This design comes from an exercise in tuning for small area and a short achievable clock period on the open sky130 flow, not from production work.
RTL that was checked went through simulation tests only; none was proved equivalent to the original.
Only the layout flow was run in runs 1, 2 and 8; the RTL was not checked for function there.
Power is estimated from default activity; no workload was simulated.

$ cat flow/design.v
`default_nettype none
package BackEndPkg;
    localparam int DataMemWords = 64;
    localparam int DataMemAddrBits = $clog2(DataMemWords);
    localparam logic [31:0] LinkOffset = 32'd8;
    typedef enum logic [3:0] {
        AluAdd  = 4'd0,
        AluSub  = 4'd1,
        AluAnd  = 4'd2,
        AluOr   = 4'd3,
        AluXor  = 4'd4,
        AluNor  = 4'd5,
        AluSlt  = 4'd6,
        AluSltu = 4'd7,
        AluSll  = 4'd8,
        AluSrl  = 4'd9,
        AluSra  = 4'd10,
        AluLui  = 4'd11
    } AluOp;
    typedef enum logic [1:0] {
        SelWord = 2'd0,
        SelHalf = 2'd1,
        SelByte = 2'd2
    } ByteSel;
    typedef enum logic [1:0] {
        WbAlu  = 2'd0,
        WbMem  = 2'd1,
        WbLink = 2'd2
    } WbSrc;
    typedef struct packed {
        AluOp        Op;
        logic [31:0] OperandA;
        logic [31:0] OperandB;
        logic [31:0] StoreData;
        logic [31:0] Pc;
        logic [4:0]  RegDest;
        logic        RegWrite;
        logic        MemRead;
        logic        MemWrite;
        logic        SignedLoad;
        ByteSel      Width;
        WbSrc        Source;
    } IssueBundle;
    typedef struct packed {
        logic [31:0] AluResult;
        logic [31:0] StoreData;
        logic [31:0] Pc;
        logic [4:0]  RegDest;
        logic        RegWrite;
        logic        MemRead;
        logic        MemWrite;
        logic        SignedLoad;
        ByteSel      Width;
        WbSrc        Source;
    } ExMemBundle;
    typedef struct packed {
        logic [31:0] AluResult;
        logic [31:0] LoadData;
        logic [31:0] Pc;
        logic [4:0]  RegDest;
        logic        RegWrite;
        WbSrc        Source;
    } MemWbBundle;
    typedef struct packed {
        logic        Enable;
        logic [4:0]  Dest;
        logic [31:0] Data;
    } RegWritePort;
endpackage
`default_nettype wire
`default_nettype none
module BackEnd (
    input  wire logic         Clock,
    input  wire logic         rst,
    input  wire logic [144:0] Issue,
    input  wire logic         IssueValid,
    output wire logic [37:0]  WriteBack
);
    localparam int Words = BackEndPkg::DataMemWords;
    BackEndPkg::IssueBundle iss;
    assign iss = Issue;
    logic [31:0] opA, opB;
    assign opA = iss.OperandA;
    assign opB = iss.OperandB;
    logic        subtract;
    logic [31:0] addB;
    logic [31:0] sum;
    logic        carryOut;
    logic        lessThan;
    assign subtract = iss.Op == BackEndPkg::AluSub || iss.Op == BackEndPkg::AluSlt
                   || iss.Op == BackEndPkg::AluSltu;
    assign addB     = opB ^ {32{subtract}};
    logic        carryIn;
    assign {carryOut, sum, carryIn} = {1'b0, opA, 1'b1} + {1'b0, addB, subtract};
    always_comb begin
        if (iss.Op == BackEndPkg::AluSltu)
            lessThan = ~carryOut;
        else if (opA[31] ^ opB[31])
            lessThan = opA[31];
        else
            lessThan = sum[31];
    end
    logic [4:0]  shamt;
    logic [31:0] shl, shr;
    logic [31:0] logicValue;
    assign shamt = opB[4:0];
    assign shl   = opA << shamt;
    assign shr   = 32'($signed({iss.Op[1] & opA[31], opA}) >>> shamt);
    always_comb begin
        case (iss.Op)
            BackEndPkg::AluOr:   logicValue = opA | opB;
            BackEndPkg::AluXor:  logicValue = opA ^ opB;
            BackEndPkg::AluNor:  logicValue = ~(opA | opB);
            BackEndPkg::AluSll:  logicValue = shl;
            BackEndPkg::AluSrl:  logicValue = shr;
            BackEndPkg::AluSra:  logicValue = shr;
            BackEndPkg::AluLui:  logicValue = {opB[15:0], 16'd0};
            default:             logicValue = opA & opB;
        endcase
    end
    logic useSum, useLess;
    assign useSum  = iss.Op == BackEndPkg::AluAdd || iss.Op == BackEndPkg::AluSub;
    assign useLess = iss.Op == BackEndPkg::AluSlt || iss.Op == BackEndPkg::AluSltu;
    logic [7:0] address;
    always_comb begin
        if (useSum)
            address = sum[7:0];
        else if (useLess)
            address = 8'd0;
        else
            address = logicValue[7:0];
    end
    logic        accept;
    logic        isLoad, isStore, isLink, isWord, isHalf, isByte;
    logic [1:0]  lane;
    logic [31:0] storeLanes;
    logic [31:0] otherValue;
    logic [Words-1:0] wordSel;
    assign accept  = IssueValid & ~rst;
    assign isLoad  = iss.MemRead;
    assign isStore = iss.MemWrite;
    assign isLink  = iss.Source == BackEndPkg::WbLink;
    assign isWord  = iss.Width == BackEndPkg::SelWord;
    assign isHalf  = iss.Width == BackEndPkg::SelHalf;
    assign isByte  = iss.Width == BackEndPkg::SelByte;
    assign lane    = address[1:0];
    always_comb begin
        case (iss.Width)
            BackEndPkg::SelHalf: storeLanes = {2{iss.StoreData[15:0]}};
            BackEndPkg::SelByte: storeLanes = {4{iss.StoreData[7:0]}};
            default:             storeLanes = iss.StoreData;
        endcase
    end
    always_comb begin
        if (isStore)
            otherValue = storeLanes;
        else if (isLink)
            otherValue = iss.Pc + BackEndPkg::LinkOffset;
        else
            otherValue = logicValue;
    end
    always_comb begin
        for (int w = 0; w < Words; w++)
            wordSel[w] = address[7:2] == 6'(w);
    end
    logic       selSum, selOther, selLess;
    logic       selHiLane;
    always_comb begin
        selSum    = ~isLoad & ~isLink & useSum;
        selLess   = ~isLoad & ~isLink & useLess;
        selOther  = ~isLoad & ~selSum & ~selLess;
        selHiLane = isLoad & isWord;
    end
    function automatic logic [17:0] decodeLane(input logic [1:0] ln, input logic load,
                                               input logic byteWide, input logic halfWide,
                                               input logic signedLoad);
        logic [3:0] laneWrite, sel0Lane, signLane, sign1Lane, signHiLane;
        logic       sel1Lane1, sel1Lane3;
        if (halfWide)
            laneWrite = ln[1] ? 4'b1100 : 4'b0011;
        else if (byteWide)
            laneWrite = 4'b0001 << ln;
        else
            laneWrite = 4'b1111;
        sel0Lane   = load ? (4'b0001 << ln) : 4'b0000;
        sel1Lane1  = load & ~byteWide & ~ln[1];
        sel1Lane3  = load & ~byteWide & ln[1];
        signLane   = byteWide ? (4'b0001 << ln) : (ln[1] ? 4'b1000 : 4'b0010);
        sign1Lane  = (load & signedLoad & byteWide) ? signLane : 4'b0000;
        signHiLane = (load & signedLoad & (byteWide | halfWide)) ? signLane : 4'b0000;
        decodeLane = {laneWrite, sel0Lane, sel1Lane1, sel1Lane3, sign1Lane, signHiLane};
    endfunction
    logic [17:0] laneDec, laneDecLess0, laneDecLess1, laneDecAddr;
    assign laneDecLess0 = decodeLane(2'd0, isLoad, isByte, isHalf, iss.SignedLoad);
    assign laneDecLess1 = decodeLane(2'd1, isLoad, isByte, isHalf, iss.SignedLoad);
    assign laneDecAddr  = decodeLane(lane, isLoad, isByte, isHalf, iss.SignedLoad);
    assign laneDec      = !useLess ? laneDecAddr : lessThan ? laneDecLess1 : laneDecLess0;
    logic [31:0]      mSum, mOther;
    logic             mLess;
    logic [Words-1:0] mWordSel;
    logic [3:0]       mLaneWrite;
    logic             mEnable;
    logic [4:0]       mDest;
    logic             mSelSum, mSelOther, mSelLess;
    logic             mSelHiLane;
    logic [3:0]       mSel0Lane;
    logic             mSel1Lane1, mSel1Lane3;
    logic [3:0]       mSign1Lane, mSignHiLane;
    always_ff @(posedge Clock) begin
        mLaneWrite  <= (accept & isStore) ? laneDec[17:14] : 4'b0000;
        mEnable     <= accept & iss.RegWrite & (iss.RegDest != 5'd0);
        mSum        <= sum;
        mOther      <= otherValue;
        mLess       <= lessThan;
        mWordSel    <= wordSel;
        mDest       <= iss.RegDest;
        mSelSum     <= selSum;
        mSelOther   <= selOther;
        mSelLess    <= selLess;
        mSelHiLane  <= selHiLane;
        {mSel0Lane, mSel1Lane1, mSel1Lane3, mSign1Lane, mSignHiLane} <= laneDec[13:0];
    end
    logic [Words*32-1:0] memBits;
    always_ff @(posedge Clock) begin
        for (int w = 0; w < Words; w++) begin
            for (int l = 0; l < 4; l++) begin
                if (mWordSel[w] & mLaneWrite[l])
                    memBits[w*32 + l*8 +: 8] <= mOther[l*8 +: 8];
            end
        end
    end
    logic [31:0] readWord;
    always_comb begin
        readWord = 32'd0;
        for (int w = 0; w < Words; w++)
            readWord = readWord | ({32{mWordSel[w]}} & memBits[w*32 +: 32]);
    end
    logic [7:0]  r0, r1, r2, r3;
    logic [3:0]  signBits;
    logic        sign1, signHi;
    logic [31:0] base, wbData;
    assign {r3, r2, r1, r0} = readWord;
    assign signBits = {r3[7], r2[7], r1[7], r0[7]};
    assign sign1    = |(mSign1Lane & signBits);
    assign signHi   = |(mSignHiLane & signBits);
    assign base     = ({32{mSelSum}} & mSum) | ({32{mSelOther}} & mOther)
                    | {31'd0, mSelLess & mLess};
    always_comb begin
        wbData[7:0]   = base[7:0]
                      | ({8{mSel0Lane[0]}} & r0) | ({8{mSel0Lane[1]}} & r1)
                      | ({8{mSel0Lane[2]}} & r2) | ({8{mSel0Lane[3]}} & r3);
        wbData[15:8]  = base[15:8]
                      | ({8{mSel1Lane1}} & r1) | ({8{mSel1Lane3}} & r3) | {8{sign1}};
        wbData[23:16] = base[23:16] | ({8{mSelHiLane}} & r2) | {8{signHi}};
        wbData[31:24] = base[31:24] | ({8{mSelHiLane}} & r3) | {8{signHi}};
    end
    logic        wEnable;
    logic [4:0]  wDest;
    logic [31:0] wData;
    always_ff @(posedge Clock) begin
        wEnable <= mEnable & ~rst;
        wDest   <= mDest;
        wData   <= wbData;
    end
    BackEndPkg::RegWritePort writeBackPort;
    assign writeBackPort.Enable = wEnable;
    assign writeBackPort.Dest   = wDest;
    assign writeBackPort.Data   = wData;
    assign WriteBack = writeBackPort;
endmodule
`default_nettype wire
$ cat flow/config.mk
export PLATFORM = sky130hd
export DESIGN_NAME = BackEnd
export DESIGN_NICKNAME = BackEnd
export VERILOG_FILES = /design/flow/design.v
export SDC_FILE = /design/flow/constraint.sdc
export NUM_CORES = 4
export LEC_CHECK = 0
export ABC_AREA = 1
export CAP_MARGIN = 20
export CORE_MARGIN = 2
export CORE_UTILIZATION = 40
export PLACE_DENSITY = 0.6
export SETUP_SLACK_MARGIN = 2.5
export SLEW_MARGIN = 20
export SYNTH_MEMORY_MAX_BITS = 16384
$ cat flow/constraint.sdc
create_clock -name core_clock -period 5.0 [get_ports {Clock}]
set_input_delay 1.0000 -clock core_clock [delete_from_list [all_inputs] [get_ports {Clock}]]
set_output_delay 1.0000 -clock core_clock [all_outputs]
set_load 0.01 [all_outputs]
$ cat flow/run.sh
#!/bin/bash
# synth_recipe.tcl (not shown) runs the flow's synth.tcl, then flattens the netlist and writes it again
# the make line also repeats each setting of config.mk as NAME=value (left out here)
make -C /OpenROAD-flow-scripts/flow DESIGN_CONFIG=/design/flow/config.mk WORK_HOME=/design/flow/orfs CLKGATE_MAP_FILE= SYNTH_SCRIPT=/design/flow/synth_recipe.tcl finish
==> results of run 1 <==
==> power breakdown <==
group	internal [mW]	switching [mW]
registers	21.2	0.349
clock network	9.20	7.57
logic	2.19	4.43
==> cells in the mapped netlist (10+ instances only) <==
library cell     n
xor2_1          58
a2111oi_0       16
o211ai_1        31
nor3_1          47
a22o_1         276
a21oi_1        166
o22ai_1         18
xnor2_1         10
ha_1           102
nand3_1        265
nand2_1       2130
nor2_1         341
a31oi_1         30
buf_2           31
inv_1          545
buf_1           77
a221oi_1       157
o21ai_0        182
dfxtp_1        195
nor4_1          64
clkbuf_1       269
a211oi_1        15
o21ai_1         14
nand4_1        286
nand3b_1        11
nand2_2         17
edfxtp_1      2048
==> layout make-up <==
type / instances / area [µm²]
fill: 19500 / 113000
sequential: 2243 / 65700
inverter: 557 / 2190
timing repair inverter: 1 / 7.51
clock buffer: 282 / 5910
tap: 3009 / 3760
multi-input combinational: 4330 / 26800
clock inverter: 122 / 1320
antenna: 5 / 12.5
timing repair buffer: 857 / 8900
==> flip-flops by register name, summed over array words and instances (netlist names) <==
signal       cells
mSelSum          1
mSignHiLane      4
mSelLess         1
mLess            1
wEnable          1
mDest            5
mLaneWrite       4
mWordSel        64
mSum            32
memBits       2048
wDest            5
wData           32
mSel1Lane1       1
mSelHiLane       1
mSel1Lane3       1
mSel0Lane        4
mSign1Lane       4
mEnable          1
mOther          32
mSelOther        1
==> through the flow <==
| stage | util (%) | cells | hold slack [ns] | setup slack [ns] |
|---|---|---|---|---|
| after global routing | 50.4 | 11400 | 0.334 | 2.09 |
| after CTS | 49.3 | 11300 | 0.328 | 2.21 |
| after global placement | 43.0 | 10600 | 0.311 | 0.422 |
| after floorplan | - | 7517 | 0.310 | 1.67 |
| final | 50.4 | 11400 | 0.329 | 2.08 |
| after detailed placement | 43.0 | 10600 | 0.314 | 0.455 |
==> metal layers <==
layer | share of wire (%) | vias up | GRT usage, %
li1 | - | 28300 | -
met1 | 38 | 34300 | 44.4
met2 | 44 | 4800 | 49.5
met3 | 13 | 882 | 7.99
met4 | 5.9 | 12 | 15.1
met5 | 0.041 | - | 0
==> cells by family after synthesis <==
family	after synthesis	share of synthesized area (%)
muxes	6	0.0658
DFF	2243	71.6
and+or+nand+nor	3197	14.8
adders and majority gates	102	1.40
xor gates and xnor gates	68	0.652
buffers and inverters	950	4.05
AOI/OAI and AO/OA	951	7.45
==> repair_timing <==
action	in CTS	in global routing
gates resized for setup	1102	405
pin swaps	262	240
setup buffers	310	95
cloned	15	0
setup endpoints to repair	283	159
==> worst max path at each step <==
stage                       from           end  slack, ns
detailed placement    Issue[142]  mSel0Lane[1]       0.46
finish              mWordSel[49]      wData[8]       2.08
global route        mWordSel[49]      wData[8]       2.09
global placement      Issue[142]    mOther[25]       0.42
floorplan             Issue[142]  mWordSel[40]       1.67
CTS                  mWordSel[5]     wData[11]       2.21
==> out/metrics.cfg, run 1 <==
[place]
gp_congestion=1.01
placement.io_buffers=185
post-dp-hpwl_um=252000
placed_area_um2=97800

[drt]
vias_per_cell=5.98
drc=0
ant_nets=0
wl_um=388000
dr.pass1.iters=6
drtIter0Drc=10600
wl_per_cell_um=34.0
vias=68200

[critical_path]
crit_buf_inv=2
path_class=flop to flop
worstPathArrival_ns=3.56
rrSetupSlack_ns=2.08
crit_fanout=6
crit_family=simple AND/OR/NAND/NOR gates
r2r_cells=12
required_ns=5.64
r2r_start=mWordSel[49]
path_cells=buf_16 -> buf_4 -> nand2_2 -> nand2_1 -> a221oi_2 -> nand4_1 -> nor2_2 -> nand2_4 -> o21ai_2 -> nand2_2 -> nor2_4 -> o211ai_1
cp_common_cell=nand2_2
start_kind=flop
endpoint_kind=flop
slowest_delay_ns=0.41
cp_num_cells=12
cp_slowest_cell=nand4_1
timing.rr.end=wData[8]

[final_layout]
finalInstanceArea_um2=115000
final_layout_size_suffix_gt1_share_pct=22.1
layout_commonest_cell=edfxtp_1
nets=8459
area_growth_pct=25.5
layout_common_cells=2048 x edfxtp_1, 1999 x nand2_1, 513 x inv_1

[clocking]
numClockSinks=2243
cts_buffers=219
htreeDepth=4
clk_pin_slew_ns=0.06
cts_hold_buffers=0
clock_latency_ns=0.93
cts_tree=yes
clockRootBuffer=clkbuf_16
clockBufferDepth=3

[synthesis]
synth_seq_cells=2243
synth_edf_count=2048
synth-seq-area-share_pct=71.6
ys_types=59
syn_area_um2=91300
syn_inst=7517
synth_area_per_cell_um2=12.1
yosysTopAreaCellShare_pct=67.3
yosys.area.top_type=edfxtp_1
ys_warn_count=1
synth_nets=7767
synthTopCellsByArea=edfxtp_1 67%, nand2_1 8.8%, dfxtp_1 4.3%
yosys_most_used_dff=edfxtp_1
async_flop_share_pct=0

[global_routing]
antenna_found_initial=19
grt_max_degree=66
grt_overflow=0
grt_use_total_pct=32.7
grt_pass1_wl_um=524000
grt_pass1_vias=64100

[worst_hold_path]
min_from=mDest[2]
hold_depth=0
hp-class=flop to flop
hold-path-endpoint=wDest[2]

[die]
core_um2=227000
die_height_um=482
die_w_um=482
ios=186
rows=175
dieArea_um2=232000
start_util_pct=40.2

[sta]
finalSetupTns_ns=0
slew_violations=0
worstMarginPinSlew_ns=1.09
timing.final.crit_period_ns=2.92
relSlewSlack_pct=27.2
hold_violations=0
fin_crit_sh_pct=58.5
rsz0062_at_grt=yes
setup_viol=0
fmax_mhz=342
finalClockSkew_ns=0.0990

[pwr]
finalPower_mw=44.9
ir_worst_vdd_mv=0.394
power_density_nw_per_um2=392
power_leakage_nw=41.5

[flow_run]
drv_cap=0

[run_status]
status=finished clean

==> run 2, diff against run 1 <==
--- a/flow/config.mk
+++ b/flow/config.mk
@@ -7,3 +7,3 @@
 export LEC_CHECK = 0
-export ABC_AREA = 1
+export ABC_CLOCK_PERIOD_IN_PS = 2500
 export CAP_MARGIN = 20
==> out/metrics.cfg, run 2 <==
[final_layout]
layout_common_cells=2048 x edfxtp_1, 503 x a22o_1, 440 x buf_4
finalNonFillerCells=9402
finalInstanceArea_um2=112000
nets=6479
layout_commonest_cell=edfxtp_1
largestRegisters=memBits: 2048 flops, mWordSel: 64 flops
top_register=memBits
largest_reg_flops=2048
area_growth_pct=25.5
final_layout_size_suffix_gt1_share_pct=28.4
finish.utilization_pct=50.5

[worst_hold_path]
hp-class=flop to flop

[flow_run]
drv_cap=0

[place]
placed_area_um2=96200
placement.io_buffers=185
dp.cells=8636
gp_congestion=0.980
pre_cts_slack_ns=-0.130
post-dp-hpwl_um=249000

[clocking]
clockBufferDepth=3
clock_latency_ns=0.92
cts_buffers=219
clk_pin_slew_ns=0.06
clockRootBuffer=clkbuf_16
cts_tree=yes
htreeDepth=4
numClockSinks=2243

[sta]
hold_ws_ns=0.324
worstMarginPinSlew_ns=1.11
slew_violations=0
setup_viol=0
finalClockSkew_ns=0.0925
fmax_mhz=266
relSlewSlack_pct=26.0
rsz0062_at_grt=yes
setup_slack_ns=1.24
timing.final.crit_period_ns=3.76
fin_crit_sh_pct=75.3
hold_violations=0

[pwr]
seqPwrFrac_pct=47.7
power_leakage_nw=36.9
intPower_mw=32.9
power_density_nw_per_um2=402
clockPowerShare_pct=38.1
swShare_pct=26.9
ir_worst_vdd_mv=0.395
power.switching_mw=12.1
combPwrFrac_pct=14.2

[synthesis]
yosys_most_used_dff=edfxtp_1
yosysTopAreaCellShare_pct=69.0
synth-seq-area-share_pct=73.3
ys_warn_count=1
synth_edf_count=2048
syn_inst=5547
synth_most_common_cell=edfxtp_1
async_flop_share_pct=0
syn_area_um2=89200
synth_nets=5797
synth_area_per_cell_um2=16.1
synth_seq_cells=2243
ys_top_cells_by_count=2048 x edfxtp_1, 523 x a221oi_1, 513 x a22o_1
synthTopCellsByArea=edfxtp_1 69%, a221oi_1 5.1%, a22o_1 5.0%
yosys.area.top_type=edfxtp_1
ys_types=80

[global_routing]
grt_use_total_pct=33.5
grt_max_degree=66
antenna_found_initial=28
grt_pass1_vias=59300
grt_pass1_wl_um=522000
grt_overflow=0

[die]
core_um2=222000
die_height_um=476
dieArea_um2=227000
start_util_pct=40.2
rows=173
die_w_um=476
ios=186

[critical_path]
cp_num_cells=21
slowest_delay_ns=0.39
crit_family=compound AO/OA/AOI/OAI gates
worstPathArrival_ns=4.58
startpoint=Issue[143]
cp_common_cell=buf_6
r2r_start=mWordSel[5]
cp_slowest_cell=or3b_4
crit_fanout=7
path_cells=buf_8 -> or3b_4 -> a21o_4 -> buf_12 -> buf_12 -> xnor2_4 -> ha_4 -> buf_6 -> buf_6 -> nand2_4 -> a2111oi_4 -> o211ai_1 -> buf_4 -> o31ai_4 -> buf_6 -> a31oi_4 -> a31oi_4 -> o311a_4 -> buf_4 -> inv_2 -> a311oi_1
timing.rr.end=wData[18]
rrSetupSlack_ns=1.59
crit_buf_inv=9
endpoint_kind=flop
path_class=input port to flop
r2r_cells=9
start_kind=input port
required_ns=5.82
cp-endpoint=mLaneWrite[0]

[drt]
drtIter0Drc=12100
vias=63600
wl_um=392000
drc=0
wl_per_cell_um=41.7
vias_per_cell=6.77
ant_nets=0
dr.pass1.iters=9

[run_status]
status=finished clean

## run 2: repair_timing
action | in CTS | in global routing
hold buffers | 0 | 0
setup buffers | 247 | 88
gates resized for setup | 822 | 420
gates cloned | 11 | 1
pin swaps | 215 | 182
endpoints found under the setup margin | 323 | 263
## run 2: cells by family after synthesis
| group | count (synthesis) | synth area share [%] |
|---|---|---|
| XOR/XNOR | 86 | 0.844 |
| adder cells (fa/ha/maj) | 102 | 1.43 |
| buffers and inverters | 508 | 2.21 |
| multiplexers | 137 | 2.57 |
| AND/OR/NAND/NOR | 947 | 5.70 |
| AO/OA/AOI/OAI | 1524 | 13.9 |
| flip-flops | 2243 | 73.3 |
## run 2: final cells by class
type                    count  area, µm²
flip-flops and latches   2243      65700
fillers                 18200     110000
clock buffers             258       5720
clock inverters           153       1690
repair buffers            875       8850
diodes                      8       20.0
multi-input cells        2798      25900
well taps                2975       3720
inverters                  92        393
## run 2: power groups by stage
stage	sequential (mW)	clock (mW)	combinational, mW
after CTS	21.4	17.0	5.68
after floorplan	22.0	0	1.89
after global routing	21.4	17.8	6.42
after detailed placement	21.9	0	4.83
final	21.4	17.2	6.40
after global placement	21.9	0	4.81
## run 2: worst reg2reg max path: cells and delay by family, from the launching register on
kind,cells,cell delay [ns]
AOI/OAI and AO/OA,3,1.09
and+or+nand+nor,3,1.27
buffers and inverters,3,0.40
DFF,1,0.38
## run 2: metrics by stage
step           TNS [ns]  total power, mW
2_1_floorplan         0             23.9
3_3_place_gp    -0.0999             26.7
3_5_place_dp     -0.192             26.8
4_1_cts               0             44.2
5_1_grt               0             45.7
6_report              0             45.0
## run 2: how the worst min path moves through the flow
stage | start | endpoint | slack, ns | cells past startpoint
after floorplan | mDest[0] | wDest[0] | 0.31 | 0
after CTS | mDest[3] | wDest[3] | 0.33 | 0
after global placement | mDest[0] | wDest[0] | 0.31 | 0
after detailed placement | mDest[3] | wDest[3] | 0.31 | 0
final | mDest[3] | wDest[3] | 0.32 | 0
after global routing | mDest[4] | wDest[4] | 0.33 | 0
## run 2: routing by layer
metal | vias to the layer above | routed length, µm | track usage [%]
met1 | 32300 | 138000 | 43.2
met3 | 1132 | 57500 | 11.7
li1 | 24300 | - | -
met2 | 5794 | 169000 | 49.4
met4 | 36 | 27000 | 18.4
met5 | - | 711 | 0.777
==> run 3, diff against run 2 <==
--- a/flow/design.v
+++ b/flow/design.v
@@ -123,6 +123,11 @@
     assign useLess = iss.Op == BackEndPkg::AluSlt || iss.Op == BackEndPkg::AluSltu;
+    logic [7:0] addressSum, addressDiff;
+    assign addressSum  = opA[7:0] + opB[7:0];
+    assign addressDiff = opA[7:0] - opB[7:0];
     logic [7:0] address;
     always_comb begin
-        if (useSum)
-            address = sum[7:0];
+        if (iss.Op == BackEndPkg::AluAdd)
+            address = addressSum;
+        else if (iss.Op == BackEndPkg::AluSub)
+            address = addressDiff;
         else if (useLess)
@@ -239,3 +244,2 @@
     logic [3:0]  signBits;
-    logic        sign1, signHi;
     logic [31:0] base, wbData;
@@ -243,4 +247,2 @@
     assign signBits = {r3[7], r2[7], r1[7], r0[7]};
-    assign sign1    = |(mSign1Lane & signBits);
-    assign signHi   = |(mSignHiLane & signBits);
     assign base     = ({32{mSelSum}} & mSum) | ({32{mSelOther}} & mOther)
@@ -248,9 +250,13 @@
     always_comb begin
-        wbData[7:0]   = base[7:0]
-                      | ({8{mSel0Lane[0]}} & r0) | ({8{mSel0Lane[1]}} & r1)
-                      | ({8{mSel0Lane[2]}} & r2) | ({8{mSel0Lane[3]}} & r3);
-        wbData[15:8]  = base[15:8]
-                      | ({8{mSel1Lane1}} & r1) | ({8{mSel1Lane3}} & r3) | {8{sign1}};
-        wbData[23:16] = base[23:16] | ({8{mSelHiLane}} & r2) | {8{signHi}};
-        wbData[31:24] = base[31:24] | ({8{mSelHiLane}} & r3) | {8{signHi}};
+        wbData[7:0] = base[7:0]
+                    | ({8{mSel0Lane[0]}} & r0) | ({8{mSel0Lane[1]}} & r1)
+                    | ({8{mSel0Lane[2]}} & r2) | ({8{mSel0Lane[3]}} & r3);
+        for (int i = 8; i < 16; i++)
+            wbData[i] = base[i] | (mSel1Lane1 & r1[i-8]) | (mSel1Lane3 & r3[i-8])
+                      | (mSign1Lane[0] & signBits[0]) | (mSign1Lane[1] & signBits[1])
+                      | (mSign1Lane[2] & signBits[2]) | (mSign1Lane[3] & signBits[3]);
+        for (int i = 16; i < 32; i++)
+            wbData[i] = base[i] | (mSelHiLane & readWord[i])
+                      | (mSignHiLane[0] & signBits[0]) | (mSignHiLane[1] & signBits[1])
+                      | (mSignHiLane[2] & signBits[2]) | (mSignHiLane[3] & signBits[3]);
     end
--- a/flow/config.mk
+++ b/flow/config.mk
@@ -7,3 +7,3 @@
 export LEC_CHECK = 0
-export ABC_CLOCK_PERIOD_IN_PS = 2500
+export ABC_AREA = 1
 export CAP_MARGIN = 20
@@ -11,2 +11,4 @@
 export CORE_UTILIZATION = 40
+export CTS_CLUSTER_DIAMETER = 50
+export CTS_CLUSTER_SIZE = 30
 export PLACE_DENSITY = 0.6
==> out/metrics.cfg, run 3 <==
[final_layout]
finalInstanceArea_um2=114000
finish.utilization_pct=50.0
final_layout_size_suffix_gt1_share_pct=22.4
largest_reg_flops=2048
layout_common_cells=2048 x edfxtp_1, 1927 x nand2_1, 537 x inv_1
finalNonFillerCells=11400
largestRegisters=memBits: 2048 flops, mWordSel: 64 flops
area_growth_pct=24.1
top_register=memBits
nets=8454
layout_commonest_cell=edfxtp_1

[synthesis]
yosysTopAreaCellShare_pct=67.0
syn_inst=7534
yosys_most_used_dff=edfxtp_1
synthTopCellsByArea=edfxtp_1 67%, nand2_1 8.3%, dfxtp_1 4.3%
synth_area_per_cell_um2=12.2
synth-seq-area-share_pct=71.2
ys_top_cells_by_count=2048 x edfxtp_1, 2041 x nand2_1, 580 x inv_1
yosys.area.top_type=edfxtp_1
ys_warn_count=1
syn_area_um2=91800
ys_types=65
synth_most_common_cell=edfxtp_1
async_flop_share_pct=0
synth_nets=7793
synth_seq_cells=2243
synth_edf_count=2048

[pwr]
seqPwrFrac_pct=48.2
intPower_mw=31.7
swShare_pct=28.7
clockPowerShare_pct=37.8
finalPower_mw=44.5
power_leakage_nw=41.3
power.switching_mw=12.8
power_density_nw_per_um2=390
combPwrFrac_pct=14.1
ir_worst_vdd_mv=0.381

[clocking]
cts_buffers=201
cts_tree=yes
htreeDepth=4
clock_latency_ns=0.94
numClockSinks=2243
clockBufferDepth=3
clockRootBuffer=clkbuf_16
cts_hold_buffers=0
clk_pin_slew_ns=0.07

[sta]
slew_violations=0
hold_ws_ns=0.326
finalSetupTns_ns=0
timing.final.crit_period_ns=2.85
rsz0062_at_grt=yes
worstMarginPinSlew_ns=1.12
fmax_mhz=351
setup_viol=0
fin_crit_sh_pct=57.0
finalClockSkew_ns=0.159
setup_slack_ns=2.15
hold_violations=0
relSlewSlack_pct=25.6

[critical_path]
worstPathArrival_ns=3.70
required_ns=5.85
endpoint_kind=flop
start_kind=input port
startpoint=Issue[94]
crit_fanout=5
path_class=input port to flop
r2r_start=mWordSel[16]

[drt]
vias_per_cell=6.04
ant_nets=0
drtIter0Drc=12300
wl_per_cell_um=33.4
dr.pass1.iters=8
vias=68800
drc=0
wl_um=380000

[place]
post-dp-hpwl_um=241000
placed_area_um2=98000
pre_cts_slack_ns=0.342
dp.cells=10500
gp_congestion=0.968
placement.io_buffers=185

[global_routing]
grt_overflow=0
grt_pass1_wl_um=514000
antenna_found_initial=27
grt_pass1_vias=63400
grt_use_total_pct=31.4
grt_max_degree=66

[die]
die_w_um=483
ios=186
dieArea_um2=233000
rows=175
core_um2=228000
die_height_um=483
start_util_pct=40.3

[flow_run]
drv_cap=0

[worst_hold_path]
min_from=mDest[4]
hp-class=flop to flop

[run_status]
status=finished clean

## run 3: worst max-delay path, stage by stage
cell             delay, ns
clkdlybuf4s50_1       0.57
inv_2                 0.11
xor2_1                0.17
ha_1                  0.35
a21oi_2               0.23
o21a_1                0.20
o221ai_1              0.17
a31oi_1               0.18
nand4_1               0.22
buf_4                 0.23
nand2_4               0.10
nor2_4                0.04
nor2_1                0.12
## run 3: per-layer routing
metal,vias to the layer above,track usage [%],part of all wire [%]
li1,28400,-,-
met1,34400,44.9,39
met2,5242,46.3,43
met3,776,7.60,13
met4,18,11.8,4.7
met5,-,0,0.027
## run 3: cell type report
cell class	instances	area, µm²
fill	19600	114000
sequential	2243	65700
multi-input combinational	4304	26100
timing repair buffer	842	8700
clock buffer	209	5090
tap	3009	3760
inverter	597	2430
clock inverter	170	2120
timing repair inverter	6	61.3
antenna	7	17.5
## run 3: worst paths after layout
path	slack, ns	to	cells after the start
max	2.15	mSel0Lane[1]	13
min	0.33	wDest[4]	0
max reg2reg	2.24	wData[14]	11
min reg2reg	0.33	wDest[4]	0
## run 3: timing repair
action	CTS	global route
setup endpoints to repair	215	160
setup buffers	340	94
resized for setup	971	423
pin swaps	192	242
cloned	14	9
## run 3: kinds of logic (layout without fill, tap and decap cells)
logic type	after synthesis	after routing	share of synthesized area, %
AO/OA/AOI/OAI	1013	1013	7.98
XOR/XNOR	69	69	0.658
adder cells (fa/ha/maj)	111	111	1.53
buffers and inverters	990	1824	4.19
flip-flops	2243	2243	71.2
multiplexers	5	5	0.0545
other	0	7	0
AND/OR/NAND/NOR	3103	3106	14.4
## run 3: power groups by stage
stage                     Combinational (mW)  Sequential, mW  Clock [mW]
after detailed placement                4.59            21.9           0
after global placement                  4.57            21.9           0
final                                   6.26            21.4        16.8
after global routing                    6.40            21.4        17.5
after floorplan                         1.86            22.0           0
after CTS                               5.58            21.4        16.8
==> run 4, diff against run 3 <==
--- a/flow/config.mk
+++ b/flow/config.mk
@@ -11,4 +11,4 @@
 export CORE_UTILIZATION = 40
-export CTS_CLUSTER_DIAMETER = 50
-export CTS_CLUSTER_SIZE = 30
+export CTS_CLUSTER_DIAMETER = 70
+export CTS_CLUSTER_SIZE = 25
 export PLACE_DENSITY = 0.6
@@ -17 +17,2 @@
 export SYNTH_MEMORY_MAX_BITS = 16384
+export TNS_END_PERCENT = 10
==> out/metrics.cfg, run 4 <==
[run_status]
status=finished clean

[final_layout]
largest_reg_flops=2048
finalNonFillerCells=11000
largestRegisters=memBits: 2048 flops, mWordSel: 64 flops
nets=8155
layout_commonest_cell=edfxtp_1
final_layout_size_suffix_gt1_share_pct=13.1
finish.utilization_pct=46.5
top_register=memBits
finalInstanceArea_um2=106000
layout_common_cells=2048 x edfxtp_1, 2018 x nand2_1, 571 x inv_1
area_growth_pct=15.4

[critical_path]
timing.rr.end=wData[19]
cp_num_cells=10
worstPathArrival_ns=3.64
r2r_start=mWordSel[47]
slowest_delay_ns=0.46
rrSetupSlack_ns=1.94
path_cells=buf_6 -> a221oi_1 -> nand4_1 -> nor2_1 -> nand4_1 -> buf_6 -> o21ai_4 -> clkinvlp_2 -> nor2_1 -> o211ai_1
cp_slowest_cell=dfxtp_4
endpoint_kind=flop
required_ns=5.58
r2r_cells=10
crit_fanout=17
crit_buf_inv=3
start_kind=flop
path_class=flop to flop
crit_family=compound AO/OA/AOI/OAI gates

[drt]
dr.pass1.iters=6
wl_um=361000
wl_per_cell_um=32.8
vias_per_cell=5.98
drtIter0Drc=10900
vias=65800
drc=0
ant_nets=0

[worst_hold_path]
hp-class=flop to flop
hold_depth=0
min_from=mDest[1]
hold-path-endpoint=wDest[1]

[clocking]
clockRootBuffer=clkbuf_16
clk_pin_slew_ns=0.10
clock_latency_ns=0.86
cts_buffers=119
cts_tree=yes
clockBufferDepth=3
numClockSinks=2243
cts_hold_buffers=0
htreeDepth=3

[synthesis]
ys_warn_count=1
yosys_most_used_dff=edfxtp_1
async_flop_share_pct=0
syn_inst=7534
synth-seq-area-share_pct=71.2
synth_edf_count=2048
ys_top_cells_by_count=2048 x edfxtp_1, 2041 x nand2_1, 580 x inv_1
ys_types=65
synthTopCellsByArea=edfxtp_1 67%, nand2_1 8.3%, dfxtp_1 4.3%
syn_area_um2=91800
synth_most_common_cell=edfxtp_1
synth_seq_cells=2243
synth_nets=7793
synth_area_per_cell_um2=12.2
yosysTopAreaCellShare_pct=67.0
yosys.area.top_type=edfxtp_1

[die]
ios=186
dieArea_um2=233000
die_height_um=483
core_um2=228000
die_w_um=483
start_util_pct=40.3
rows=175

[place]
placement.io_buffers=185
dp.cells=10600
gp_congestion=0.964
post-dp-hpwl_um=238000
placed_area_um2=98000

[pwr]
power.switching_mw=10.7
seqPwrFrac_pct=55.5
intPower_mw=27.8
swShare_pct=27.9
clockPowerShare_pct=30.4
ir_worst_vdd_mv=0.323
combPwrFrac_pct=14.1
power_leakage_nw=37.8
power_density_nw_per_um2=363

[sta]
finalSetupTns_ns=0
setup_viol=0
fin_crit_sh_pct=61.2
timing.final.crit_period_ns=3.06
slew_violations=0
worstMarginPinSlew_ns=0.991
hold_ws_ns=0.331
finalClockSkew_ns=0.0900
fmax_mhz=327
rsz0062_at_grt=yes
relSlewSlack_pct=33.9
hold_violations=0

[global_routing]
grt_use_total_pct=30.0
grt_max_degree=66
grt_pass1_wl_um=491000
grt_pass1_vias=61100
grt_overflow=0
antenna_found_initial=21

[flow_run]
drv_cap=0

[run 4: metrics by stage]
step / total power, mW / setup slack, ns
after floorplan: 23.8 / 1.57
after global placement: 26.4 / 0.329
after detailed placement: 26.5 / 0.328
after CTS: 38.2 / 2.09
after global routing: 39.3 / 1.83
final: 38.5 / 1.94
[run 4: power groups by stage]
stage / sequential, mW / clock (mW) / combinational (mW)
3_5_place_dp: 21.9 / 0 / 4.58
6_report: 21.4 / 11.7 / 5.43
3_3_place_gp: 21.9 / 0 / 4.57
2_1_floorplan: 22.0 / 0 / 1.84
5_1_grt: 21.4 / 12.3 / 5.59
4_1_cts: 21.4 / 11.7 / 5.21
[run 4: final cells by class]
class / count / area [µm²]
inverter: 597 / 2280
antenna: 5 / 12.5
tap: 3009 / 3760
clock inverter: 74 / 1000
clock buffer: 137 / 3100
fill: 20200 / 122000
timing repair inverter: 1 / 5.00
sequential: 2243 / 65700
timing repair buffer: 632 / 6160
multi-input combinational: 4302 / 24000
[run 4: how the worst max path moves through the flow]
stage | from | end
after floorplan | Issue[144] | mSel0Lane[1]
after global placement | Issue[144] | mSign1Lane[1]
after detailed placement | Issue[144] | mSign1Lane[1]
after CTS | Issue[142] | mLaneWrite[0]
after global routing | Issue[142] | mSignHiLane[0]
final | mWordSel[47] | wData[19]
[run 4: cells by family (layout without fill, tap and decap cells)]
logic type,Yosys count,after routing,synth area share [%]
AO/OA/AOI/OAI,1013,1013,7.98
XOR/XNOR,69,69,0.658
adder cells (fa/ha/maj),111,111,1.53
buffers and inverters,990,1441,4.19
flip-flops,2243,2243,71.2
multiplexers,5,5,0.0545
other,0,5,0
AND/OR/NAND/NOR,3103,3104,14.4
[run 4: routing by layer]
metal,global-route usage (%),vias up,wire (µm)
li1,-,27600,-
met4,12.3,12,17500
met1,42.6,33000,144000
met3,6.83,691,44500
met5,0,-,77
met2,44.4,4569,155000
[run 4: timing repair]
item	4_1_cts	5_1_grt
resized for setup	463	41
pin swaps	115	12
setup endpoints to repair	216	255
buffers inserted	207	9
gates cloned	4	1
==> run 5, diff against run 4 <==
--- a/flow/config.mk
+++ b/flow/config.mk
@@ -17,2 +17 @@
 export SYNTH_MEMORY_MAX_BITS = 16384
-export TNS_END_PERCENT = 10
==> out/metrics.cfg, run 5 <==
[sta]
slew_violations=0
finalClockSkew_ns=0.109
timing.final.crit_period_ns=2.88
finalSetupTns_ns=0
setup_slack_ns=2.12
fmax_mhz=347
setup_viol=0
worstMarginPinSlew_ns=1.07
relSlewSlack_pct=28.7
fin_crit_sh_pct=57.7
rsz0062_at_grt=yes
hold_violations=0

[pwr]
ir_worst_vdd_mv=0.353
power_leakage_nw=40.3
power_density_nw_per_um2=354
finalPower_mw=39.6

[die]
die_height_um=483
die_w_um=483
dieArea_um2=233000
rows=175
core_um2=228000
start_util_pct=40.3
ios=186

[synthesis]
ys_types=65
yosysTopAreaCellShare_pct=67.0
synth_most_common_cell=edfxtp_1
ys_warn_count=1
yosys_most_used_dff=edfxtp_1
synth_area_per_cell_um2=12.2
async_flop_share_pct=0
synth_nets=7793
yosys.area.top_type=edfxtp_1
synthTopCellsByArea=edfxtp_1 67%, nand2_1 8.3%, dfxtp_1 4.3%
syn_area_um2=91800
syn_inst=7534
synth_seq_cells=2243
synth-seq-area-share_pct=71.2
ys_top_cells_by_count=2048 x edfxtp_1, 2041 x nand2_1, 580 x inv_1
synth_edf_count=2048

[clocking]
clockBufferDepth=3
clockRootBuffer=clkbuf_16
numClockSinks=2243
clk_pin_slew_ns=0.08
cts_hold_buffers=0
clock_latency_ns=0.90
cts_buffers=121
cts_tree=yes
htreeDepth=3

[run_status]
status=finished clean

[worst_hold_path]
hp-class=flop to flop
min_from=mDest[4]

[place]
gp_congestion=0.968
placement.io_buffers=185
post-dp-hpwl_um=241000
dp.cells=10500
pre_cts_slack_ns=0.342

[global_routing]
grt_pass1_wl_um=513000
grt_pass1_vias=63000
grt_use_total_pct=31.4
grt_overflow=0
antenna_found_initial=21
grt_max_degree=66

[drt]
wl_um=380000
vias_per_cell=6.01
ant_nets=0
drc=0
vias=67800
wl_per_cell_um=33.7
dr.pass1.iters=7
drtIter0Drc=11500

[critical_path]
crit_fanout=18
required_ns=5.49
start_kind=flop
worstPathArrival_ns=3.37
endpoint_kind=flop
r2r_start=mWordSel[32]
startpoint=mWordSel[32]
path_class=flop to flop

[final_layout]
nets=8442
final_layout_size_suffix_gt1_share_pct=21.7
layout_common_cells=2048 x edfxtp_1, 1927 x nand2_1, 538 x inv_1
top_register=memBits
largestRegisters=memBits: 2048 flops, mWordSel: 64 flops
layout_commonest_cell=edfxtp_1
finalNonFillerCells=11300
largest_reg_flops=2048
area_growth_pct=21.9

[flow_run]
drv_cap=0

-- run 5: cell counts after synthesis --
No cell type changed its count.
-- run 5: per-layer routing --
metal	up-vias	wire length, µm	GRT usage, %
met3	719	51700	7.58
met1	33900	147000	44.6
met5	-	96	0
met2	4932	163000	46.0
met4	14	18000	12.6
li1	28200	-	-
-- run 5: worst max-delay path, cell delays in order (launching register included) --
cell and delay [ns]:
dfxtp_4 0.43, buf_12 0.21, a221oi_2 0.30, nand4_1 0.28, nor2_2 0.20, nand4_1 0.10, buf_4 0.18, o21ai_2 0.13
and3_4 0.25, o211ai_1 0.42
-- run 5: cell families (layout without fill, tap and decap cells) --
group / after synthesis / in the layout / share of synthesized area [%]
AOI/OAI and AO/OA: 1013 / 1013 / 7.98
muxes: 5 / 5 / 0.0545
adders and majority gates: 111 / 111 / 1.53
DFF: 2243 / 2243 / 71.2
other: 0 / 5 / 0
and+or+nand+nor: 3103 / 3107 / 14.4
buffers and inverters: 990 / 1718 / 4.19
xor gates and xnor gates: 69 / 69 / 0.658
-- run 5: final cells by class --
cell class | count | area, µm²
sequential | 2243 | 65700
multi-input combinational | 4305 | 26300
clock inverter | 73 | 950
tap | 3009 | 3760
clock buffer | 133 | 3090
timing repair inverter | 6 | 70.1
antenna | 5 | 12.5
timing repair buffer | 909 | 9610
inverter | 597 | 2420
fill | 19800 | 116000
-- run 5: final timing paths --
kind	to	slack [ns]	depth (start not counted)
setup / recovery	wData[18]	2.12	9
hold / removal	wDest[4]	0.33	0
setup reg to reg	wData[18]	2.12	9
hold reg to reg	wDest[4]	0.33	0
-- run 5: per-stage QoR --
stage	area [µm²]	hold slack, ns	utilization (%)
2_1_floorplan	92300	0.310	-
3_3_place_gp	98000	0.310	43.0
3_5_place_dp	98000	0.313	43.0
4_1_cts	109000	0.329	47.9
5_1_grt	112000	0.341	49.1
6_report	112000	0.328	49.1
-- run 5: power by group --
part           total, mW  internal, mW  switching (mW)
logic               6.47          2.13            4.34
clock network       11.8          5.02            6.74
registers           21.4          21.1           0.276
total               39.6          28.3            11.4
-- run 5: timing repair --
| item | in CTS | in global routing |
|---|---|---|
| setup buffers | 388 | 116 |
| gates cloned | 11 | 10 |
| resized for setup | 1044 | 429 |
| endpoints found under the setup margin | 215 | 163 |
| pin swaps | 267 | 259 |
==> run 6, diff against run 5 <==
--- a/flow/config.mk
+++ b/flow/config.mk
@@ -10,6 +10,6 @@
 export CORE_MARGIN = 2
-export CORE_UTILIZATION = 40
+export CORE_UTILIZATION = 55
 export CTS_CLUSTER_DIAMETER = 70
 export CTS_CLUSTER_SIZE = 25
-export PLACE_DENSITY = 0.6
+export PLACE_DENSITY = 0.72
 export SETUP_SLACK_MARGIN = 2.5
==> out/metrics.cfg, run 6 <==
[final_layout]
top_register=memBits
layout_common_cells=2048 x edfxtp_1, 1925 x nand2_1, 539 x inv_1
area_growth_pct=20.4
finish.utilization_pct=66.9
final_layout_size_suffix_gt1_share_pct=21.3
nets=8391
fillCellCount=11700
layout_commonest_cell=edfxtp_1
largestRegisters=memBits: 2048 flops, mWordSel: 64 flops
largest_reg_flops=2048

[synthesis]
ys_warn_count=1
synth_most_common_cell=edfxtp_1
yosys_most_used_dff=edfxtp_1
ys_top_cells_by_count=2048 x edfxtp_1, 2041 x nand2_1, 580 x inv_1
ys_types=65
synth_seq_cells=2243
synth_area_per_cell_um2=12.2
synth_edf_count=2048
synth_nets=7793
yosysTopAreaCellShare_pct=67.0
synthTopCellsByArea=edfxtp_1 67%, nand2_1 8.3%, dfxtp_1 4.3%
synth-seq-area-share_pct=71.2
syn_area_um2=91800
async_flop_share_pct=0
syn_inst=7534
yosys.area.top_type=edfxtp_1

[sta]
finalClockSkew_ns=0.0789
relSlewSlack_pct=32.6
rsz0062_at_grt=yes
hold_violations=0
fmax_mhz=329
hold_ws_ns=0.337
timing.final.crit_period_ns=3.04
worstMarginPinSlew_ns=1.01
finalSetupTns_ns=0
fin_crit_sh_pct=60.8
setup_slack_ns=1.96
slew_violations=0
setup_viol=0

[die]
die_height_um=413
start_util_pct=55.5
die_w_um=413
rows=149
dieArea_um2=170000
ios=186
core_um2=165000

[drt]
vias=69400
wl_um=374000
wl_per_cell_um=36.0
vias_per_cell=6.68
drtIter0Drc=13000
ant_nets=0
drc=0
dr.pass1.iters=8

[place]
placement.io_buffers=185
post-dp-hpwl_um=243000
gp_congestion=1.04
pre_cts_slack_ns=0.325

[clocking]
cts_hold_buffers=0
clk_pin_slew_ns=0.10
htreeDepth=3
cts_tree=yes
clockRootBuffer=clkbuf_16
numClockSinks=2243
clockBufferDepth=3
clock_latency_ns=0.83
cts_buffers=114

[pwr]
ir_worst_vdd_mv=0.328
power_density_nw_per_um2=350
power_leakage_nw=40.1

[global_routing]
antenna_found_initial=18
grt_pass1_wl_um=505000
grt_max_degree=66
grt_overflow=0
grt_pass1_vias=64100
grt_use_total_pct=43.1

[critical_path]
r2r_cells=10
worstPathArrival_ns=3.75
crit_fanout=6
start_kind=input port
path_class=input port to flop
required_ns=5.71
endpoint_kind=flop

[worst_hold_path]
hp-class=flop to flop
hold_depth=0

[flow_run]
drv_cap=0

[run_status]
status=finished clean

[run 6: cell counts after synthesis]
No cell type changed its count.
[run 6: final cells by class]
cell class	instances	area, µm²	share of cell area (%)
repair inverters	5	50.0	0.0453
repair buffers	865	9060	8.19
multi-input cells	4306	26900	24.4
well taps	2189	2740	2.48
clock inverters	53	663	0.600
clock buffers	132	3000	2.71
diodes	10	25.0	0.0226
flip-flops and latches	2243	65700	59.4
inverters	597	2430	2.20
[run 6: where the power goes]
group | total (mW) | leakage, nW | internal (mW) | switching [mW]
clock network | 10.9 | 1.77 | 4.58 | 6.34
logic | 6.46 | 19.0 | 2.09 | 4.36
registers | 21.4 | 19.2 | 21.1 | 0.268
[run 6: worst max-delay path: stages]
cell and delay (ns):
buf_12 0.12, inv_16 0.06, nand2_8 0.05, nor2_4 0.13, nor2_4 0.05, buf_12 0.15
buf_8 0.14, buf_16 0.15, xor2_2 0.15, ha_1 0.31, a21o_1 0.22, a21oi_2 0.19
o21ai_2 0.10, buf_4 0.14, buf_6 0.11, buf_6 0.10, buf_6 0.10, buf_6 0.10
buf_6 0.11, a31oi_4 0.14, xnor2_1 0.13
[run 6: cell families after synthesis]
kind of cell               Yosys count  synth area share (%)
AOI/OAI and AO/OA                 1013                  7.98
xor gates and xnor gates            69                 0.658
adders and majority gates          111                  1.53
buffers and inverters              990                  4.19
DFF                               2243                  71.2
muxes                                5                0.0545
and+or+nand+nor                   3103                  14.4
[run 6: per-stage QoR]
stage	instance area, µm²	std cells	total power [mW]
3_5_place_dp	97100	9740	26.4
3_3_place_gp	97100	9740	26.4
5_1_grt	111000	10400	39.3
2_1_floorplan	92300	7534	23.8
4_1_cts	108000	10300	37.8
6_report	111000	10400	38.8
[run 6: what timing repair did]
action / CTS / global route
cloned: 17 / 10
gates resized for setup: 1077 / 426
endpoints found under the setup margin: 230 / 187
pin swaps: 286 / 231
buffers inserted: 331 / 107
[run 6: final timing paths]
kind / start / to / slack [ns]
hold reg to reg: mDest[2] / wDest[2] / 0.34
setup / recovery: Issue[144] / mSum[23] / 1.96
setup reg to reg: mWordSel[27] / wData[17] / 2.12
hold / removal: mDest[2] / wDest[2] / 0.34
[run 6: layer usage]
layer  share of wire, %  global-route usage (%)
met5              0.030                       0
met4                7.7                    26.2
met3                 16                    14.4
met2                 42                    61.5
met1                 34                    57.4
==> run 7, diff against run 6 <==
==> flow/flow/run.sh (new file) <==
#!/bin/bash
# Own layout flow: the standard synthesis unchanged, then the standard
# ORFS steps with a few resizer and clock-tree settings changed:
#  - the resizer may swap a cell for any cell of the same function, not only
#    one with the same footprint (so port buffers and delay cells can become
#    plain buffers of the right size);
#  - ports are buffered with buf_4 instead of the default choice;
#  - clock-tree sink clusters of up to 25 sinks within 70 um, no dummy loads.
# Each step's full output goes to a log file in this folder.
set -euo pipefail
bash standard.sh synth > synth.log 2>&1
bash standard.sh \
  MATCH_CELL_FOOTPRINT=0 \
  "BUFFER_PORTS_ARGS=-buffer_cell sky130_fd_sc_hd__buf_4" \
  "CTS_ARGS=-sink_clustering_enable -repair_clock_nets -sink_clustering_size 25 -sink_clustering_max_diameter 70 -dont_use_dummy_load" \
  finish > layout.log 2>&1
==> flow/standard.sh (new file) <==
#!/bin/bash
# synth_recipe.tcl (not shown) runs the flow's synth.tcl, then flattens the netlist and writes it again
# the make line also repeats each setting of config.mk as NAME=value (left out here)
make -C /OpenROAD-flow-scripts/flow DESIGN_CONFIG=/design/flow/config.mk WORK_HOME=/design/flow/orfs CLKGATE_MAP_FILE= SYNTH_SCRIPT=/design/flow/synth_recipe.tcl "${@:-finish}"
--- a/flow/config.mk
+++ b/flow/config.mk
@@ -10,6 +10,6 @@
 export CORE_MARGIN = 2
-export CORE_UTILIZATION = 55
+export CORE_UTILIZATION = 40
 export CTS_CLUSTER_DIAMETER = 70
 export CTS_CLUSTER_SIZE = 25
-export PLACE_DENSITY = 0.72
+export PLACE_DENSITY = 0.6
 export SETUP_SLACK_MARGIN = 2.5
removed: flow/run.sh
==> out/metrics.cfg, run 7 <==
[synthesis]
syn_inst=7534
synth_most_common_cell=edfxtp_1
synth_edf_count=2048
synth_nets=7793
synth_seq_cells=2243
synth-seq-area-share_pct=71.2
yosysTopAreaCellShare_pct=67.0
ys_top_cells_by_count=2048 x edfxtp_1, 2041 x nand2_1, 580 x inv_1
yosys.area.top_type=edfxtp_1
async_flop_share_pct=0
ys_types=65
synthTopCellsByArea=edfxtp_1 67%, nand2_1 8.3%, dfxtp_1 4.3%
ys_warn_count=1
syn_area_um2=91800
yosys_most_used_dff=edfxtp_1
synth_area_per_cell_um2=12.2

[place]
pre_cts_slack_ns=0.817
gp_congestion=0.962
placement.io_buffers=185
placed_area_um2=97500
post-dp-hpwl_um=242000

[critical_path]
required_ns=5.62
start_kind=input port
path_class=input port to flop
worstPathArrival_ns=3.60
crit_fanout=6
endpoint_kind=flop

[pwr]
ir_worst_vdd_mv=0.335
power_density_nw_per_um2=345
power_leakage_nw=39.3

[sta]
fmax_mhz=335
hold_ws_ns=0.312
fin_crit_sh_pct=59.6
relSlewSlack_pct=31.0
timing.final.crit_period_ns=2.98
worstMarginPinSlew_ns=1.03
finalSetupTns_ns=0
finalClockSkew_ns=0.185
hold_violations=0
setup_slack_ns=2.02
slew_violations=0
rsz0062_at_grt=yes
setup_viol=0

[global_routing]
antenna_found_initial=21
grt_overflow=0
grt_max_degree=66
grt_use_total_pct=30.4
grt_pass1_vias=61200
grt_pass1_wl_um=497000

[final_layout]
largest_reg_flops=2048
layout_common_cells=2048 x edfxtp_1, 1942 x nand2_1, 601 x buf_4
area_growth_pct=19.6
top_register=memBits
nets=8348
final_layout_size_suffix_gt1_share_pct=21.5
layout_commonest_cell=edfxtp_1
largestRegisters=memBits: 2048 flops, mWordSel: 64 flops
finalInstanceArea_um2=110000

[clocking]
numClockSinks=2243
clock_latency_ns=0.87
clockBufferDepth=3
clockRootBuffer=clkbuf_16
clk_pin_slew_ns=0.07
cts_buffers=120
htreeDepth=3
cts_tree=yes

[drt]
vias_per_cell=6.03
drtIter0Drc=11200
ant_nets=0
vias=66900
wl_met2_um=164000
dr.pass1.iters=6
top_layer=met5
drt-met1-wl_um=142000
wl_per_cell_um=33.8
wl_um=375000
wl_met3_um=50400
drc=0

[die]
core_um2=228000
rows=175
ios=186
die_w_um=483
start_util_pct=40.3
dieArea_um2=233000
die_height_um=483

[run_status]
status=finished clean

[worst_hold_path]
hp-class=input port to flop

[flow_run]
drv_cap=0

==> run 7: cell counts after synthesis <==
No cell type changed its count.
==> run 7: path summary, 6_finish.rpt <==
path | to | slack [ns] | cells after the start | start
worst max-delay path | mSign1Lane[1] | 2.02 | 20 | Issue[144]
worst min-delay path | wEnable | 0.31 | 2 | rst
worst max register to register | wData[13] | 2.37 | 12 | mWordSel[50]
worst min register to register | wDest[1] | 0.33 | 0 | mDest[1]
==> run 7: kinds of logic after synthesis <==
kind of cell    count (synthesis)  synth area share (%)
simple gates                 3103                  14.4
fa+ha+maj                     111                  1.53
compound gates               1013                  7.98
flops                        2243                  71.2
xor+xnor                       69                 0.658
mux                             5                0.0545
buf+inv                       990                  4.19
==> run 7: layer usage <==
metal | vias up | global-route usage [%]
met2 | 4893 | 45.9
li1 | 27900 | -
met3 | 733 | 7.38
met4 | 12 | 12.0
met1 | 33400 | 42.2
met5 | - | 0
==> run 7: critical path, stage by stage <==
cell       delay (ns)
buf_12           0.12
clkinv_16        0.05
nand2_8          0.05
nor2_4           0.18
nor2_4           0.05
buf_12           0.15
clkbuf_16        0.17
xor2_1           0.14
ha_1             0.38
nand2_2          0.09
buf_4            0.14
o21a_1           0.19
o221ai_2         0.19
o21bai_4         0.18
nand2_1          0.07
nand4_1          0.10
buf_6            0.14
nand2_4          0.07
nor2_4           0.08
nor2_1           0.05
==> run 7: power breakdown <==
part	internal, mW	leakage (nW)	switching (mW)
Clock	4.24	1.48	5.86
Combinational	2.11	18.6	4.32
Sequential	21.1	19.2	0.310
Total	27.5	39.3	10.5
==> run 7: metrics by stage <==
stage | cells | utilization (%) | total power [mW]
final | 11100 | 48.2 | 38.0
after global routing | 11100 | 48.2 | 38.7
after CTS | 10900 | 46.3 | 37.0
after detailed placement | 10500 | 42.8 | 26.4
after global placement | 10500 | 42.8 | 26.4
after floorplan | 7534 | - | 23.8
==> run 7: what timing repair did <==
item / in CTS / in global routing
setup buffers: 230 / 179
pin swaps: 176 / 240
hold buffers: 0 / 0
resized for setup: 573 / 576
cloned: 17 / 14
setup endpoints to repair: 462 / 167
==> run 7: layout make-up <==
class | count | area, µm²
Timing Repair inverter | 6 | 60.1
Timing Repair Buffer | 815 | 8210
Multi-Input combinational cell | 4306 | 26700
Fill cell | 19800 | 118000
Sequential cell | 2243 | 65700
Clock buffer | 120 | 3000
Antenna cell | 6 | 15.0
Tap cell | 3009 | 3760
Inverter | 597 | 2420
==> run 8, diff against run 7 <==
--- a/flow/design.v
+++ b/flow/design.v
@@ -87,17 +87,10 @@
     logic [31:0] sum;
-    logic        carryOut;
-    logic        lessThan;
-    assign subtract = iss.Op == BackEndPkg::AluSub || iss.Op == BackEndPkg::AluSlt
-                   || iss.Op == BackEndPkg::AluSltu;
+    logic        carryIn;
+    assign subtract = iss.Op == BackEndPkg::AluSub;
     assign addB     = opB ^ {32{subtract}};
-    logic        carryIn;
-    assign {carryOut, sum, carryIn} = {1'b0, opA, 1'b1} + {1'b0, addB, subtract};
-    always_comb begin
-        if (iss.Op == BackEndPkg::AluSltu)
-            lessThan = ~carryOut;
-        else if (opA[31] ^ opB[31])
-            lessThan = opA[31];
-        else
-            lessThan = sum[31];
-    end
+    assign {sum, carryIn} = {opA, 1'b1} + {addB, subtract};
+    logic signedCompare;
+    logic lessThan;
+    assign signedCompare = iss.Op == BackEndPkg::AluSlt;
+    assign lessThan = {opA[31] ^ signedCompare, opA[30:0]} < {opB[31] ^ signedCompare, opB[30:0]};
     logic [4:0]  shamt;
==> out/metrics.cfg, run 8 <==
[drt]
drc=0
wl_um=370000
vias=67800
wl_per_cell_um=33.0
ant_nets=0
drtIter0Drc=11300
dr.pass1.iters=7
vias_per_cell=6.04

[critical_path]
rrSetupSlack_ns=2.17
path_class=flop to flop
timing.rr.end=wData[4]
cp_num_cells=9
slowest_delay_ns=0.51
cp-endpoint=wData[4]
startpoint=mWordSel[49]
start_kind=flop
r2r_start=mWordSel[49]
crit_fanout=3
required_ns=5.61
crit_buf_inv=2
cp_common_cell=nor2_1
worstPathArrival_ns=3.44
cp_slowest_cell=nand4_1
r2r_cells=9
crit_family=simple AND/OR/NAND/NOR gates
path_cells=buf_12 -> a221o_1 -> nor3_4 -> nand4_1 -> nor2_4 -> buf_6 -> nor2_1 -> nor2_1 -> nand3_2
endpoint_kind=flop

[clocking]
cts_hold_buffers=0
clockRootBuffer=clkbuf_16
clockBufferDepth=3
cts_buffers=130
numClockSinks=2243
clk_pin_slew_ns=0.09
cts_tree=yes
htreeDepth=4
clock_latency_ns=0.88

[final_layout]
largest_reg_flops=2048
layout_commonest_cell=edfxtp_1
final_layout_size_suffix_gt1_share_pct=22.1
fillCellCount=20200
finalNonFillerCells=11200
finish.utilization_pct=48.3
area_growth_pct=20.3
finalInstanceArea_um2=111000
largestRegisters=memBits: 2048 flops, mWordSel: 64 flops
top_register=memBits
layout_common_cells=2048 x edfxtp_1, 1934 x nand2_1, 611 x buf_4
nets=8471

[synthesis]
synth_nets=7875
yosys.area.top_type=edfxtp_1
synth_edf_count=2048
synthTopCellsByArea=edfxtp_1 67%, nand2_1 8.5%, dfxtp_1 4.2%
synth-seq-area-share_pct=71.0
async_flop_share_pct=0
ys_types=63
syn_inst=7593
yosysTopAreaCellShare_pct=66.8
ys_warn_count=1
ys_top_cells_by_count=2088 x nand2_1, 2048 x edfxtp_1, 553 x inv_1
syn_area_um2=92100
synth_seq_cells=2243
synth_area_per_cell_um2=12.1
yosys_most_used_dff=edfxtp_1
synth_most_common_cell=nand2_1

[die]
die_height_um=484
dieArea_um2=234000
ios=186
die_w_um=484
start_util_pct=40.1
rows=176
core_um2=229000

[place]
placement.io_buffers=185
placed_area_um2=98000
pre_cts_slack_ns=0.949
dp.cells=10600
gp_congestion=0.989
post-dp-hpwl_um=242000

[sta]
setup_slack_ns=2.17
finalClockSkew_ns=0.161
worstMarginPinSlew_ns=1.25
relSlewSlack_pct=16.5
setup_viol=0
timing.final.crit_period_ns=2.83
hold_ws_ns=0.325
fmax_mhz=353
slew_violations=0
fin_crit_sh_pct=56.6
finalSetupTns_ns=0
rsz0062_at_grt=yes
hold_violations=0

[pwr]
power_leakage_nw=40.0
seqPwrFrac_pct=55.9
finalPower_mw=38.2
combPwrFrac_pct=16.6
ir_worst_vdd_mv=0.331
clockPowerShare_pct=27.5
swShare_pct=27.3
power.switching_mw=10.4
power_density_nw_per_um2=345
intPower_mw=27.8

[global_routing]
antenna_found_initial=22
grt_pass1_wl_um=497000
grt_use_total_pct=30.2
grt_overflow=0
grt_pass1_vias=62200
grt_max_degree=66

[run_status]
status=finished clean

[flow_run]
drv_cap=0

[worst_hold_path]
hp-class=flop to flop

[run 8: cell type report]
cell class / instances / area, µm² / area share [%]
Timing Repair inverter: 8 / 96.3 / 0.0870
Tap cell: 3026 / 3790 / 3.42
Clock buffer: 130 / 3250 / 2.94
Inverter: 559 / 2240 / 2.02
Sequential cell: 2243 / 65700 / 59.3
Timing Repair Buffer: 843 / 8440 / 7.63
Multi-Input combinational cell: 4404 / 27200 / 24.6
Antenna cell: 13 / 32.5 / 0.0294
[run 8: logic make-up (layout without fill, tap and decap cells)]
group	count (synthesis)	count (layout)	share of synthesized area [%]
AND/OR/NAND/NOR	3166	3172	14.4
other	0	13	0
AO/OA/AOI/OAI	1021	1021	8.00
buffers and inverters	952	1540	3.99
XOR/XNOR	72	72	0.685
adder cells (fa/ha/maj)	134	134	1.84
multiplexers	5	5	0.0544
flip-flops	2243	2243	71.0
[run 8: layer usage]
| metal | track usage, % | up-vias | routed length [µm] |
|---|---|---|---|
| met2 | 44.9 | 4840 | 161000 |
| li1 | - | 28200 | - |
| met1 | 41.9 | 34000 | 142000 |
| met5 | 0 | - | 54 |
| met4 | 13.4 | 8 | 19300 |
| met3 | 7.64 | 797 | 47800 |
[run 8: timing repair]
action                                  4_1_cts  5_1_grt
setup buffers                               265      164
pin swaps                                   191      283
resized for setup                           600      594
endpoints found under the setup margin      168      149
cloned                                       13       16
[run 8: power groups by stage]
stage                     sequential, mW  combinational [mW]  clock (mW)
after floorplan                     21.9                1.80           0
after global placement              21.8                4.51           0
after detailed placement            21.8                4.52           0
after CTS                           21.3                5.47        10.5
after global routing                21.4                6.49        11.1
final                               21.3                6.35        10.5
[run 8: worst min-delay path by stage]
stage               from       end  slack (ns)  cells past startpoint
6_report        mDest[3]  wDest[3]        0.32                      0
2_1_floorplan   mDest[0]  wDest[0]        0.31                      0
4_1_cts        Issue[11]  mDest[3]        0.28                      1
5_1_grt        Issue[11]  mDest[3]        0.31                      1
3_3_place_gp    mDest[1]  wDest[1]        0.31                      0
3_5_place_dp    mDest[1]  wDest[1]        0.32                      0

-- port drivers added, routing unchanged --
No port has a modelled driver above. Below, the same layouts with a new extraction and two added sets of constraints.
Step 1: set_driving_cell puts a clkbuf_16 on Clock and a buf_2 on each other input, an assumption about the parent block.
Step 2 also shifts input and output timing later by t, the mid clock arrival at the registers, as if the neighbouring blocks saw the same clock.
a / b / c = ideal / step 1 / step 2; a / b = the first two.
run	t (ns)	slack for setup (ns)	worst setup path at the end
run 1	0.972	2.077 / 2.077 / 1.269	input to register
run 2	0.963	1.235 / 1.279 / 0.317	input to register
run 3	0.952	2.148 / 2.215 / 1.264	input to register
run 4	0.916	1.941 / 1.941 / 1.105	input to register
run 5	0.939	2.116 / 2.116 / 1.236	input to register
run 6	0.885	1.962 / 2.003 / 1.118	input to register
run 7	0.883	2.018 / 2.064 / 1.181	input to register
run 8	0.899	2.169 / 2.169 / 1.370	input to register
After both steps every run listed still meets setup and hold. For run 2, which loses most, drivers alone change the setup slack by +0.044 ns; drivers and shift together by -0.918 ns.
